This is an optimization exercise on Yosys and OpenROAD, whose aim is small area, a short achievable clock period and few clock cycles, not a production implementation.
Where RTL was checked, it was by simulation tests only, not by an equivalence proof against the original.
No activity file was given, so power comes from the tool's default toggle rates.

== job 5208 ==
// gem_img_line_decoder
module gem_img_line_decoder (
  input  logic        clk,
  input  logic        rst_n,
  input  logic        in_valid,
  output logic        in_ready,
  input  logic [7:0]  in_data_byte,
  input  logic        in_image_start,
  output logic        out_valid,
  input  logic        out_ready,
  output logic [1:0]  out_run_kind,
  output logic [7:0]  out_fill_byte,
  output logic [63:0] out_pattern_word,
  output logic [15:0] out_byte_count,
  output logic        out_end_of_line,
  output logic [7:0]  out_line_repeats,
  output logic        out_image_done,
  input  logic        cfg_valid,
  output logic        cfg_ready,
  input  logic [1:0]  cfg_index,
  input  logic [15:0] cfg_data
);
==> flow/config.mk <==
export PLATFORM = sky130hd
export DESIGN_NAME = gem_img_line_decoder
export DESIGN_NICKNAME = gem_img_line_decoder
export VERILOG_FILES = /design/flow/design.v
export SDC_FILE = /design/flow/constraint.sdc
export NUM_CORES = 4
export LEC_CHECK = 0
export ABC_AREA = 1
export CAP_MARGIN = 20
export CORE_MARGIN = 2
export CORE_UTILIZATION = 60
export PLACE_DENSITY = 0.75
export SETUP_SLACK_MARGIN = 5
export SLEW_MARGIN = 20
==> flow/constraint.sdc <==
create_clock -name core_clock -period 10.5 [get_ports {clk}]
set_input_delay 2.1000 -clock core_clock [delete_from_list [all_inputs] [get_ports {clk}]]
set_output_delay 2.1000 -clock core_clock [all_outputs]
set_load 0.01 [all_outputs]
standard.sh (not shown) runs the stock make flow with config.mk's settings and CLKGATE_MAP_FILE= SYNTH_SCRIPT=/design/flow/synth_recipe.tcl, a recipe that flattens the netlist after the stock synthesis.
==> flow/flow/run.sh <==
#!/bin/bash
set -euo pipefail
bash standard.sh SETUP_SLACK_MARGIN=7.4 \
  "BUFFER_PORTS_ARGS=-buffer_cell sky130_fd_sc_hd__buf_1" \
  "CTS_ARGS=-sink_clustering_enable -repair_clock_nets -dont_use_dummy_load -buf_list sky130_fd_sc_hd__clkbuf_8" \
  finish > standard.log 2>&1
Job 5208 | stages: all done | timing, DRC, antenna: all pass
#### Input delta (job 3356 over job 5208)
==> flow/flow/run.sh <==
#!/bin/bash
set -euo pipefail
bash standard.sh SETUP_SLACK_MARGIN=7.4 \
  "BUFFER_PORTS_ARGS=-buffer_cell sky130_fd_sc_hd__buf_1" \
  "CTS_ARGS=-sink_clustering_enable -repair_clock_nets -dont_use_dummy_load -buf_list sky130_fd_sc_hd__clkbuf_4" \
  finish > standard.log 2>&1
Notes after the runs:
Peak per-stage delay on the critical path: job 3356 vs job 5208 down 20 ps. The global placer's final weighted congestion on job 3356 is in line with that on job 5208. Job 3356 ends up with a design area that is 150 µm² higher than in job 5208. Clock group share of total power was higher in job 5208 than in job 3356. Final setup skew: job 3356 vs job 5208 up 17 ps. The non-clock buffer count reported for job 3356 is smaller than that of job 5208 by 12. Changes observed in job 3356 relative to job 5208: relative contribution of combinational cells to total power shows an increase of 0.2 points; insertion delay to the later sink of the worst-skew pair shows an increase of 130 ps; core utilization shows an increase of 0.93 points; setup slack shows a reduction of 110 ps. Summary of the comparison: sequential share of layout area is lower in job 3356, relative to job 5208.
Edits applied to the flow inputs when going from job 3356 to job 3168:
==> flow/flow/run.sh <==
#!/bin/bash
set -euo pipefail
bash standard.sh SETUP_SLACK_MARGIN=7.3 \
  "BUFFER_PORTS_ARGS=-buffer_cell sky130_fd_sc_hd__buf_1" \
  "CTS_ARGS=-sink_clustering_enable -repair_clock_nets -dont_use_dummy_load" \
  finish > standard.log 2>&1
Findings:
Between job 3356 and job 3168, the flow reports highest clock rate increasing by a few percent.
In job 3168, insertion delay to the later sink of the worst-skew pair is lower than in job 3356.
Portion of total power attributed to sequential cells (lower): job 3168
The share of the clock period used by the worst path number comes out higher for job 3356 vs job 3168.
Summary — reg-to-reg setup timing slack, job 3168 relative to job 3356: lower, by 180 ps.
Taking job 3356 as the reference point, the number of detailed-route iterations in the first pass of job 3168 falls by 1.
Critical path data required time on job 3168 is up relative to job 3356.
Routed wire length improves in job 3168 relative to job 3356.
The following lists how job 5450 was set up differently from job 3168:
==> flow/flow/run.sh <==
#!/bin/bash
set -euo pipefail
bash standard.sh SETUP_SLACK_MARGIN=7.4 \
  "BUFFER_PORTS_ARGS=-buffer_cell sky130_fd_sc_hd__buf_1" \
  "CTS_ARGS=-sink_clustering_enable -repair_clock_nets -dont_use_dummy_load" \
  finish > standard.log 2>&1
[summary]
Job 5450 vs. job 3168: register-to-register setup slack rose 90 ps; minimum clock period moved up; sequential power roughly the same; number of pins exceeding their max-slew limit in the final report held steady; count of buffers added by post-CTS timing repair for setup picked up an extra 8. The category of the critical setup timing path comes out reg2out in one run and in2reg in the other, namely in job 5450 and job 3168 respectively. Relative to job 3168, the area used by multi-input combinational logic measured on job 5450 has increased by a few percent. | largest driver fanout on the critical path | lower: job 5450 |. Compare job 5450 and job 3168 | sequential share of layout area higher: job 3168.
No functional check of the RTL was part of any run of this note.

========
gem_img_line_decoder, a different RTL version from the one above (not shown whole).
Size in the first run: ~1200 cells after synthesis, about 210 flip-flops, about 140 I/O pins.
Design gem_img_line_decoder, start of the top module:
module gem_img_line_decoder (
  input  logic        clk,
  input  logic        rst_n,
  input  logic        in_valid,
  output logic        in_ready,
  input  logic [7:0]  in_data_byte,
  input  logic        in_image_start,
  output logic        out_valid,
  input  logic        out_ready,
  output logic [1:0]  out_run_kind,
  output logic [7:0]  out_fill_byte,
  output logic [63:0] out_pattern_word,
  output logic [15:0] out_byte_count,
  output logic        out_end_of_line,
  output logic [7:0]  out_line_repeats,
  output logic        out_image_done,
  input  logic        cfg_valid,
  output logic        cfg_ready,
  input  logic [1:0]  cfg_index,
  input  logic [15:0] cfg_data
);
  logic [3:0]  plen_r;
  logic [15:0] lb_r;
  logic [15:0] lt_r;
  logic        a_vld, b_vld, ir_r;
  logic [7:0]  a_d, b_d;
  logic        b_s;
  logic [3:0]  ph_r;
  logic [15:0] bl_r;       
  logic [15:0] ll_r;       
  logic        act_r;      
  logic [7:0]  rep_r;      
  logic [10:0] tc_r;       
  logic [2:0]  idx_r;      
  logic        out_vld_r;
  logic [1:0]  kind_r;
  logic [7:0]  fill_r;
  logic [63:0] store_r;
  logic [10:0] cnt_r;      
  logic        eol_r;
  logic [7:0]  reps_r;
  logic        done_r;
  logic in_take, step, a_free, a_new_vld, a_new_s, init;
  logic b_vld_nxt;
  assign in_ready  = ir_r;
  assign in_take   = in_valid && !b_vld;
  assign step      = a_vld && (!out_vld_r || out_ready);
  assign a_free    = !a_vld || step;
  assign a_new_vld = b_vld || in_take;
  assign a_new_s   = b_vld ? b_s : in_image_start;
  assign init      = a_free && a_new_vld && a_new_s;
  assign b_vld_nxt = a_free ? 1'b0 : a_new_vld;
  assign cfg_ready = 1'b1;
  always_ff @(posedge clk) begin
    if (!rst_n) begin
      a_vld <= 1'b0;
      b_vld <= 1'b0;
      ir_r  <= 1'b1;
    end else begin
      if (a_free) a_vld <= a_new_vld;
      b_vld <= b_vld_nxt;
      ir_r  <= !b_vld_nxt;
  ...
==> flow/config.mk <==
export PLATFORM = sky130hd
export DESIGN_NAME = gem_img_line_decoder
export DESIGN_NICKNAME = gem_img_line_decoder
export VERILOG_FILES = /design/flow/design.v
export SDC_FILE = /design/flow/constraint.sdc
export NUM_CORES = 4
export LEC_CHECK = 0
export ABC_AREA = 1
export CAP_MARGIN = 20
export CORE_MARGIN = 2
export CORE_UTILIZATION = 55
export PLACE_DENSITY = 0.65
export SETUP_SLACK_MARGIN = 5
export SLEW_MARGIN = 20
==> flow/constraint.sdc <==
create_clock -name core_clock -period 10.5 [get_ports {clk}]
set_input_delay 2.1000 -clock core_clock [delete_from_list [all_inputs] [get_ports {clk}]]
set_output_delay 2.1000 -clock core_clock [all_outputs]
set_load 0.01 [all_outputs]
==> flow/flow/run.sh <==
#!/bin/bash
set -euo pipefail
bash standard.sh SETUP_SLACK_MARGIN=7.3 \
  "BUFFER_PORTS_ARGS=-buffer_cell sky130_fd_sc_hd__buf_1" \
  "CTS_ARGS=-sink_clustering_enable -repair_clock_nets -dont_use_dummy_load -sink_clustering_size 24 -sink_clustering_max_diameter 80 -buf_list sky130_fd_sc_hd__clkbuf_16" \
  finish > standard.log 2>&1
The starting point finished with timing, DRC and antenna clean.
Testbench counts at the start, summed over its fixed seeds: cycles 18,194.
Then changed:
CAP_MARGIN = 5   (was 20)
CORE_UTILIZATION = 60   (was 55)
PLACE_DENSITY = 0.75   (was 0.65)
SLEW_MARGIN = 5   (was 20)
Via count rises by 3.3%.
Setup slack improved by 23 ps.
Hold slack barely changes.
Non-clock buffer count falls by 8.
Design area barely changes.
Fmax rises by 0.74%.
Power falls by 2.6%.
Die area falls by 8.1%.

-- port drivers added, routing unchanged --
Ports are ideal in the flow. The routed layouts listed here were re-timed in OpenROAD.
Step 1: set_driving_cell puts a clkbuf_16 on clk and a buf_2 on each other input, an assumption about the parent block.
Step 2 adds t to the input delays and takes it off the output delays; t is the mean of the earliest and latest rising clock arrival at the registers after step 1. Input paths then give back, and output paths get back, about the clock's delay inside the block.
Three values: no drivers, after step 1, after step 2; two values: the first two.
run	t (ns)	setup slack, ns	worst hold slack (ns)	pins driven straight from the clock port
job 5208	0.543	7.341 / 7.303 / 6.836	0.454 / 0.454 / 0.454	1
job 3356	0.661	7.231 / 7.197 / 6.752	0.459 / 0.459 / 0.459	1
job 3168	0.540	7.341 / 7.303 / 6.810	0.456 / 0.456 / 0.456	1
job 5450	0.536	7.333 / 7.293 / 6.902	0.449 / 0.449 / 0.449	1
the first run of note 2	0.510	7.308 / 7.309 / 6.823	0.456 / 0.456 / 0.456	1
the second run of note 2	0.496	7.331 / 7.288 / 6.840	0.458 / 0.458 / 0.458	1
After both steps setup and hold are still met in every run listed. For job 3168, which loses most, drivers alone change the setup slack by -0.038 ns; drivers and shift together by -0.531 ns.
